What follows belongs to an exercise in optimizing a design on an open flow for small area, a short achievable clock period and few clock cycles per item; a production flow would make more cautious choices.
The RTL was checked by simulation tests, not by an equivalence proof against the original design.
Power and IR drop assume default switching activity.

## battery_soc_power_mode_controller
module battery_soc_power_mode_controller
(
  input  logic                clk,
  input  logic                rst,
  input  logic                s_tvalid,
  output logic                s_tready,
  input  logic [bspmc_pkg::OpW-1:0]      s_tuser,
  input  logic [bspmc_pkg::InDatW-1:0]   s_tdata,
  output logic                m_tvalid,
  input  logic                m_tready,
  output logic [bspmc_pkg::OutDatW-1:0]  m_tdata,
  input  logic                cfg_valid,
  output logic                cfg_ready,
  input  logic [bspmc_pkg::CfgIdxW-1:0]  cfg_index,
  input  logic [bspmc_pkg::CfgDatW-1:0]  cfg_data
);
  localparam int SocW   = bspmc_pkg::SocW;
  localparam int CountW = bspmc_pkg::CountW;
  localparam int ModeW  = bspmc_pkg::ModeW;
  localparam int SwW    = bspmc_pkg::SwW;
  localparam int SStepW = bspmc_pkg::SStepW;
  localparam int CStepW = bspmc_pkg::CStepW;
  logic [SocW-1:0]              crit_th;
  logic [SocW-1:0]              surv_th;
  logic [SocW-1:0]              lowpwr_th;
  logic [bspmc_pkg::VoltW-1:0]  charged_mv;
  logic [SStepW-1:0]            soc_step;
  logic [CStepW-1:0]            charge_step;
  logic [CountW-1:0]            capacity;
  logic [ModeW-1:0]  current_mode, current_mode_next;
  logic [ModeW-1:0]  applied_mode, applied_mode_next;
  logic              mode_changed, mode_changed_next;
  logic [SwW-1:0]    switch_pattern, switch_pattern_next;
  logic [SocW-1:0]   soc_est, soc_est_next;
  logic [CountW-1:0] charge_total, charge_total_next;
  logic              updated, updated_next;
  logic              accept;
  ...
For scale: roughly 2,100 cells after synthesis, about 200 flip-flops, ~180 I/O pins, roughly 13,000 µm² of cells after synthesis.
Settings: LEC_CHECK=0, CAP_MARGIN=20, CORE_MARGIN=2, CORE_UTILIZATION=40, PLACE_DENSITY=0.6, SETUP_SLACK_MARGIN=3.0, SLEW_MARGIN=20, TNS_END_PERCENT=100; clock period 5.0 ns.
standard.sh (not shown) runs the stock make flow with config.mk's settings and CLKGATE_MAP_FILE= SYNTH_SCRIPT=/design/flow/synth_recipe.tcl, a recipe that flattens the netlist after the stock synthesis.
==> flow/flow/run.sh <==
#!/bin/bash
# Standard ORFS layout, except that synthesis maps with the delay-driven ABC
# script in flow/abc_speed.script and without the adder cell mapping, and the
# port buffers are sky130_fd_sc_hd__buf_1.
set -euo pipefail
rm -rf scripts_abc
cp -r "$FLOW_HOME/scripts" scripts_abc
cp flow/abc_speed.script scripts_abc/abc_speed.script
bash standard.sh SCRIPTS_DIR="$PWD/scripts_abc" ADDER_MAP_FILE= BUFFER_PORTS_ARGS="-buffer_cell sky130_fd_sc_hd__buf_1" finish > standard.log 2>&1
==> flow/flow/abc_speed.script <==
strash
dch
map -D 2000
topo
stime -c
buffer -c
upsize -c -D 2000
dnsize -c -D 2000
The baseline finished with timing, DRC and antenna clean.
Testbench counts at the start, summed over its fixed seeds: cycles 12,008, items 12,000.
==> next run, changes <==
SETUP_SLACK_MARGIN = 2.0   (was 3.0)
Effect: The changed run produced a clean layout. First-iteration DRC count drops by 5.5%. Via count drops by about 8%. Cell count drops by about 6%. Die area stays the same. Total power drops by about 13%. Count of clock-buffer cells in the layout does not change. Clock skew increases by 3.9 ps. Non-clock buffer count came out lower by 167.
==> next run, changes <==
==> flow/flow/run.sh (replaced) <==
#!/bin/bash
# Standard ORFS layout (the standard.sh), except that synthesis maps with
# the delay-driven ABC script in flow/abc_speed.script and without the adder
# cell mapping, and the port buffers start as buf_1 cells.
set -euo pipefail
rm -rf scripts_abc
cp -r "$FLOW_HOME/scripts" scripts_abc
cp flow/abc_speed.script scripts_abc/abc_speed.script
bash standard.sh SCRIPTS_DIR="$PWD/scripts_abc" ADDER_MAP_FILE= BUFFER_PORTS_ARGS="-buffer_cell sky130_fd_sc_hd__buf_1"  finish > standard.log 2>&1
==> flow/flow/abc_speed.script (replaced) <==
strash
dch
map -D 2000
strash
dch
map -D 2000
topo
stime -c
buffer -c
upsize -c -D 2000
dnsize -c -D 2000
Count of clock-buffer cells in the layout stays the same.
Die area shrinks by about 3.6%.
Via count shrinks by about 2.3%.
Design area grows by 1.9%.
Sequential power stays flat.
Core utilization grows by 2.6 points.
==> next run, changes <==
==> flow/flow/abc_speed.script (replaced) <==
strash
dch
map -D 1500
topo
stime -c
buffer -c
upsize -c -D 1500
dnsize -c -D 1500
Outcome: Worst hold slack gets worse by 10 ps; combinational power goes down by a few percent; register-to-register slack improves by 190 ps; via count grows by a few percent.


Setup of run 1:
battery_soc_power_mode_controller, a different RTL version from the one above (not shown whole).
Size: roughly 200 flip-flops, ~0.014 mm^2 of cells after synthesis.
==> flow/config.mk <==
export PLATFORM = sky130hd
export DESIGN_NAME = battery_soc_power_mode_controller
export DESIGN_NICKNAME = battery_soc_power_mode_controller
export VERILOG_FILES = /design/flow/design.v
export SDC_FILE = /design/flow/constraint.sdc
export NUM_CORES = 4
export LEC_CHECK = 0
export CAP_MARGIN = 20
export CORE_MARGIN = 2
export CORE_UTILIZATION = 40
export PLACE_DENSITY = 0.6
export SETUP_SLACK_MARGIN = 2.1
export SLEW_MARGIN = 20
export TNS_END_PERCENT = 100
==> flow/constraint.sdc <==
create_clock -name core_clock -period 5.0 [get_ports {clk}]
set_input_delay 1.0000 -clock core_clock [delete_from_list [all_inputs] [get_ports {clk}]]
set_output_delay 1.0000 -clock core_clock [all_outputs]
set_load 0.01 [all_outputs]
==> flow/flow/run.sh <==
#!/bin/bash
# Standard ORFS layout (the standard.sh), except that synthesis maps with
# the delay-driven ABC script in flow/abc_speed.script and without the adder
# cell mapping, and the port buffers start as buf_1 cells.
set -euo pipefail
rm -rf scripts_abc
cp -r "$FLOW_HOME/scripts" scripts_abc
cp flow/abc_speed.script scripts_abc/abc_speed.script
bash standard.sh SCRIPTS_DIR="$PWD/scripts_abc" ADDER_MAP_FILE= BUFFER_PORTS_ARGS="-buffer_cell sky130_fd_sc_hd__buf_1" CTS_ARGS='-sink_clustering_enable -repair_clock_nets -dont_use_dummy_load -buf_list {sky130_fd_sc_hd__clkbuf_8 sky130_fd_sc_hd__clkbuf_16}' finish > standard.log 2>&1
==> flow/flow/abc_speed.script <==
strash
balance
rewrite
refactor
balance
rewrite
rewrite -z
balance
refactor -z
rewrite -z
balance
dch
map -D 1500
topo
stime -c
buffer -c
upsize -c -D 1500
dnsize -c -D 1500
Testbench counts of run 1, summed over its fixed seeds: cycles 12,008, items 12,000.
The inputs of run 2 differ from those of run 1 as listed below.
# run 1
export LEC_CHECK = 0
export CAP_MARGIN = 20
export CORE_MARGIN = 2
export CORE_UTILIZATION = 40
export PLACE_DENSITY = 0.6
export SETUP_SLACK_MARGIN = 2.1
export SLEW_MARGIN = 20
export TNS_END_PERCENT = 100
create_clock -name core_clock -period 5.0 [get_ports {clk}]
# run 2
export LEC_CHECK = 0
export CAP_MARGIN = 20
export CORE_MARGIN = 2
export CORE_UTILIZATION = 40
export PLACE_DENSITY = 0.6
export SETUP_SLACK_MARGIN = 2.4
export SLEW_MARGIN = 20
export TNS_END_PERCENT = 100
create_clock -name core_clock -period 5.0 [get_ports {clk}]
-- flow/flow/run.sh --
<<< run 1, line 9
bash standard.sh SCRIPTS_DIR="$PWD/scripts_abc" ADDER_MAP_FILE= BUFFER_PORTS_ARGS="-buffer_cell sky130_fd_sc_hd__buf_1" CTS_ARGS='-sink_clustering_enable -repair_clock_nets -dont_use_dummy_load -buf_list {sky130_fd_sc_hd__clkbuf_8 sky130_fd_sc_hd__clkbuf_16}' finish > standard.log 2>&1
>>> run 2, line 9
bash standard.sh SCRIPTS_DIR="$PWD/scripts_abc" ADDER_MAP_FILE= BUFFER_PORTS_ARGS="-buffer_cell sky130_fd_sc_hd__buf_1" RECOVER_POWER=100 finish > standard.log 2>&1
==> flow/flow/abc_speed.script <==
strash
dch
map -D 1500
topo
stime -c
buffer -c
upsize -c -D 1500
dnsize -c -D 1500
[summary]
The flow completed for run 2, but it is not clean: the layout still shows max-capacitance violations, max-slew violations. Between run 1 and run 2, the synthesized-area fraction occupied by adder cells does not differ in any meaningful way. Run 2 vs. run 1: cell count after synthesis higher, global routing usage on met3 lower, final period utilization higher, post-placement cell count higher, cell area higher. | sequential power | run 1 vs run 2 | ≈ equal |. The count of non-CTS buffers in the layout in run 2 sits 39 above the value recorded for run 1. Count of clock-buffer cells in the layout: run 2 vs run 1 up 1.
### run 2 -> run 3
# run 2
export LEC_CHECK = 0
export CAP_MARGIN = 20
export CORE_MARGIN = 2
export CORE_UTILIZATION = 40
export PLACE_DENSITY = 0.6
export SETUP_SLACK_MARGIN = 2.4
export SLEW_MARGIN = 20
export TNS_END_PERCENT = 100
create_clock -name core_clock -period 5.0 [get_ports {clk}]
# run 3
export LEC_CHECK = 0
export CAP_MARGIN = 20
export CORE_MARGIN = 2
export CORE_UTILIZATION = 40
export PLACE_DENSITY = 0.6
export SETUP_SLACK_MARGIN = 2.0
export SLEW_MARGIN = 20
export TNS_END_PERCENT = 100
create_clock -name core_clock -period 5.0 [get_ports {clk}]
-- flow/flow/run.sh --
<<< run 2, line 9
bash standard.sh SCRIPTS_DIR="$PWD/scripts_abc" ADDER_MAP_FILE= BUFFER_PORTS_ARGS="-buffer_cell sky130_fd_sc_hd__buf_1" RECOVER_POWER=100 finish > standard.log 2>&1
>>> run 3, line 9
bash standard.sh SCRIPTS_DIR="$PWD/scripts_abc" ADDER_MAP_FILE= BUFFER_PORTS_ARGS="-buffer_cell sky130_fd_sc_hd__buf_1" CTS_ARGS='-sink_clustering_enable -repair_clock_nets -dont_use_dummy_load -sink_clustering_size 10 -buf_list {sky130_fd_sc_hd__clkbuf_4 sky130_fd_sc_hd__clkbuf_8}' finish > standard.log 2>&1
-- flow/flow/abc_speed.script --
<<< run 2, line 2
>>> run 3, line 2
balance
rewrite
refactor
balance
rewrite
rewrite -z
balance
refactor -z
rewrite -z
balance
Run 3 was carried through to the last stage, and its layout satisfied the timing, design-rule and antenna checks. Leakage power of the design delta (run 3 − run 2): favourable. Compared to run 2, run 3 was floorplanned on a smaller die. What run 2 reported for final cell count has to be multiplied by 0.935 to get the figure for run 3.
Input changes introduced in run 4 (baseline for comparison: run 3):
-- flow/flow/run.sh --
<<< run 3, line 9
bash standard.sh SCRIPTS_DIR="$PWD/scripts_abc" ADDER_MAP_FILE= BUFFER_PORTS_ARGS="-buffer_cell sky130_fd_sc_hd__buf_1" CTS_ARGS='-sink_clustering_enable -repair_clock_nets -dont_use_dummy_load -sink_clustering_size 10 -buf_list {sky130_fd_sc_hd__clkbuf_4 sky130_fd_sc_hd__clkbuf_8}' finish > standard.log 2>&1
>>> run 4, line 9
bash standard.sh SCRIPTS_DIR="$PWD/scripts_abc" ADDER_MAP_FILE= BUFFER_PORTS_ARGS="-buffer_cell sky130_fd_sc_hd__buf_1"  finish > standard.log 2>&1
==> flow/flow/abc_speed.script <==
strash
dch
map -D 1000
topo
stime -c
buffer -c
upsize -c -D 1000
dnsize -c -D 1000
--- outcome ---
- Run 4 vs. run 3: via count saw an increase, actual transition at the worst max-transition pin up 0.14 ns, placed cell area went up, final cell count without fillers picked up an extra 548.
- Across run 3 and run 4, the outcome is the same: a clean finish for every run.
The inputs of run 5 differ from those of run 4 as listed below.
# run 4
export LEC_CHECK = 0
export CAP_MARGIN = 20
export CORE_MARGIN = 2
export CORE_UTILIZATION = 40
export PLACE_DENSITY = 0.6
export SETUP_SLACK_MARGIN = 2.0
export SLEW_MARGIN = 20
export TNS_END_PERCENT = 100
create_clock -name core_clock -period 5.0 [get_ports {clk}]
# run 5
export LEC_CHECK = 0
export CAP_MARGIN = 20
export CORE_MARGIN = 2
export CORE_UTILIZATION = 55
export PLACE_DENSITY = 0.75
export SETUP_SLACK_MARGIN = 2.2
export SLEW_MARGIN = 20
export TNS_END_PERCENT = 100
create_clock -name core_clock -period 5.0 [get_ports {clk}]
-- flow/flow/run.sh --
<<< run 4, line 9
bash standard.sh SCRIPTS_DIR="$PWD/scripts_abc" ADDER_MAP_FILE= BUFFER_PORTS_ARGS="-buffer_cell sky130_fd_sc_hd__buf_1"  finish > standard.log 2>&1
>>> run 5, line 9
bash standard.sh SCRIPTS_DIR="$PWD/scripts_abc" ADDER_MAP_FILE= BUFFER_PORTS_ARGS="-buffer_cell sky130_fd_sc_hd__buf_1" CTS_ARGS='-sink_clustering_enable -repair_clock_nets -dont_use_dummy_load -buf_list {sky130_fd_sc_hd__clkbuf_4 sky130_fd_sc_hd__clkbuf_8}' finish > standard.log 2>&1
==> flow/flow/abc_speed.script <==
strash
dch
map -D 1750
topo
stime -c
buffer -c
upsize -c -D 1750
dnsize -c -D 1750
Results
- Each of the runs, namely run 4 and run 5, reached the end of the flow and came out clean.
- Diff run 4..run 5 | hold slack | negligible
- Run 5 against run 4: estimated wirelength of the detail-placed design decreased 32%, arrival time of the worst setup path comparable, proportion of power drawn by flip-flops and latches went up 7.6 points, core utilization went up 20 points.
- Diff run 4 and run 5: clock power lower in run 5
- Delta (run 5 minus run 4): cell count saw a decrease; number of standard-cell rows in the floorplan saw a decrease.


## build 53
Starting RTL as in the previous note.
clock: 5.0 ns
lec_check: 0
cap_margin: 20
core_margin: 2
core_utilization: 40
place_density: 0.6
setup_slack_margin: 1.8
slew_margin: 20
tns_end_percent: 100
==> flow/flow/run.sh <==
#!/bin/bash
# Standard ORFS layout (the standard.sh), except that synthesis maps with
# the delay-driven ABC script in flow/abc_speed.script and without the adder
# cell mapping, and the port buffers start as buf_1 cells.
set -euo pipefail
rm -rf scripts_abc
cp -r "$FLOW_HOME/scripts" scripts_abc
cp flow/abc_speed.script scripts_abc/abc_speed.script
bash standard.sh SCRIPTS_DIR="$PWD/scripts_abc" ADDER_MAP_FILE= BUFFER_PORTS_ARGS="-buffer_cell sky130_fd_sc_hd__buf_1" CTS_ARGS='-sink_clustering_enable -repair_clock_nets -dont_use_dummy_load -buf_list {sky130_fd_sc_hd__clkbuf_8 sky130_fd_sc_hd__clkbuf_16}' finish > standard.log 2>&1
==> flow/flow/abc_speed.script <==
strash
balance
rewrite
refactor
balance
rewrite
rewrite -z
balance
refactor -z
rewrite -z
balance
dch
map -D 1500
topo
stime -c
buffer -c
upsize -c -D 1500
dnsize -c -D 1500
Testbench counts of build 53, summed over its fixed seeds: cycles 12,008, items 12,000.
diff inputs: build 53 => build 65
Settings: a change of SETUP_SLACK_MARGIN from 1.8 to 2.0.
==> flow/flow/run.sh <==
#!/bin/bash
# Standard ORFS layout (the standard.sh), except that synthesis maps with
# the delay-driven ABC script in flow/abc_speed.script and without the adder
# cell mapping, and the port buffers start as buf_1 cells.
set -euo pipefail
rm -rf scripts_abc
cp -r "$FLOW_HOME/scripts" scripts_abc
cp flow/abc_speed.script scripts_abc/abc_speed.script
bash standard.sh SCRIPTS_DIR="$PWD/scripts_abc" ADDER_MAP_FILE= BUFFER_PORTS_ARGS="-buffer_cell sky130_fd_sc_hd__buf_1" CTS_ARGS='-sink_clustering_enable -repair_clock_nets -dont_use_dummy_load -buf_list {sky130_fd_sc_hd__clkbuf_4 sky130_fd_sc_hd__clkbuf_8}' finish > standard.log 2>&1
==> flow/flow/abc_speed.script <==
strash
dch
map -D 1500
topo
### Flow results
Result for build 53 and build 65: all clean. [compare] base=build 53 new=build 65: source-to-sink clock delay at the later pin of the worst-skew pair increased by 0.05 ns relative to the old numbers; adder and majority cell fraction of the synthesized area +0.15 points. Compare build 53 and build 65 | post-detailed-route via-to-cell ratio lower: build 65. Max total stage count of the critical path across build 53 and build 65: build 53. For number of buffers other than clock buffers in the final layout, dividing the value from build 53 by the value from build 65 gives 0.949. Compare build 53 and build 65 | share of power burned in the clock network higher: build 53. Diff build 53 -> build 65: number of filler cells placed in the layout moved down; final design instance area without fill saw an increase. Of the two candidates, build 53 has the better wire length and build 65 the worse one.
> inputs changed (build 65 -> build 81)
Settings: SETUP_SLACK_MARGIN: 2.0 -> 2.2; CORE_UTILIZATION: 40 -> 55; PLACE_DENSITY: 0.6 -> 0.75.
==> flow/flow/abc_speed.script <==
strash
dch
map -D 1500
topo
stime -c
buffer -c
upsize -c -D 1500
dnsize -c -D 1500
## What came out
- In the flow results for build 65 and build 81, the number of placed instances, taps included is larger on build 65.
- Higher overall power after layout among build 65 and build 81: build 81
- Area after synthesis, build 65 and build 81: higher on build 81
- On via count, the lower figure sits with build 65, not build 81.
- Build 65 → build 81: share of the synthesized area in compound gates (AO/OA/AOI/OAI) fell by 0.23 points; global-route wire length before repair fell by 4100 um.
- Build 81: sum of routed wire length over all layers is 5.3% lower than what build 65 reported.
- sky130_fd_sc_hd__dfxtp_1 as the slowest cell on the critical path was reported by build 65, and sky130_fd_sc_hd__dfxtp_2 by build 81.
- Relative to build 65, vertical die dimension has decreased by 12% in build 81.

-- static timing again, ports no longer ideal --
The results above use ideal ports. As a check the final layouts listed here were re-extracted and re-timed, cells and wires unchanged. Step 1: set_driving_cell puts a clkbuf_16 on clk and a buf_2 on each other input, an assumption about the parent block. Step 2 also shifts input and output timing later by t, the mid clock arrival at the registers, as if the neighbouring blocks saw the same clock. Slacks: ideal ports / drivers / drivers and shift; pairs: ideal ports / drivers.
| run | t, ns | setup WS [ns] | hold WS [ns] |
|---|---|---|---|
| the first run of note 1 | 0.501 | 1.999 / 1.999 / 1.820 | 0.461 / 0.461 / 0.461 |
| the second run of note 1 | 0.501 | 1.896 / 1.896 / 1.694 | 0.456 / 0.456 / 0.456 |
| the third run of note 1 | 0.502 | 1.915 / 1.940 / 1.438 | 0.462 / 0.462 / 0.462 |
| the fourth run of note 1 | 0.510 | 2.035 / 2.063 / 1.554 | 0.452 / 0.452 / 0.452 |
| run 1 | 0.489 | 2.186 / 2.186 / 1.741 | 0.459 / 0.459 / 0.459 |
| run 2 | 0.502 | 1.436 / 1.436 / 1.436 | 0.449 / 0.449 / 0.449 |
| run 3 | 0.530 | 2.143 / 2.143 / 1.726 | 0.463 / 0.463 / 0.463 |
| run 4 | 0.518 | 2.123 / 2.123 / 1.795 | 0.455 / 0.455 / 0.455 |
| run 5 | 0.512 | 2.169 / 2.169 / 1.730 | 0.455 / 0.455 / 0.455 |
| build 53 | 0.494 | 2.038 / 2.038 / 1.659 | 0.459 / 0.459 / 0.459 |
| build 65 | 0.542 | 2.167 / 2.167 / 1.687 | 0.457 / 0.457 / 0.457 |
| build 81 | 0.503 | 2.254 / 2.254 / 1.777 | 0.455 / 0.455 / 0.455 |
For the fourth run of note 1, which loses most, drivers alone change the setup slack by +0.028 ns; drivers and shift together by -0.481 ns.
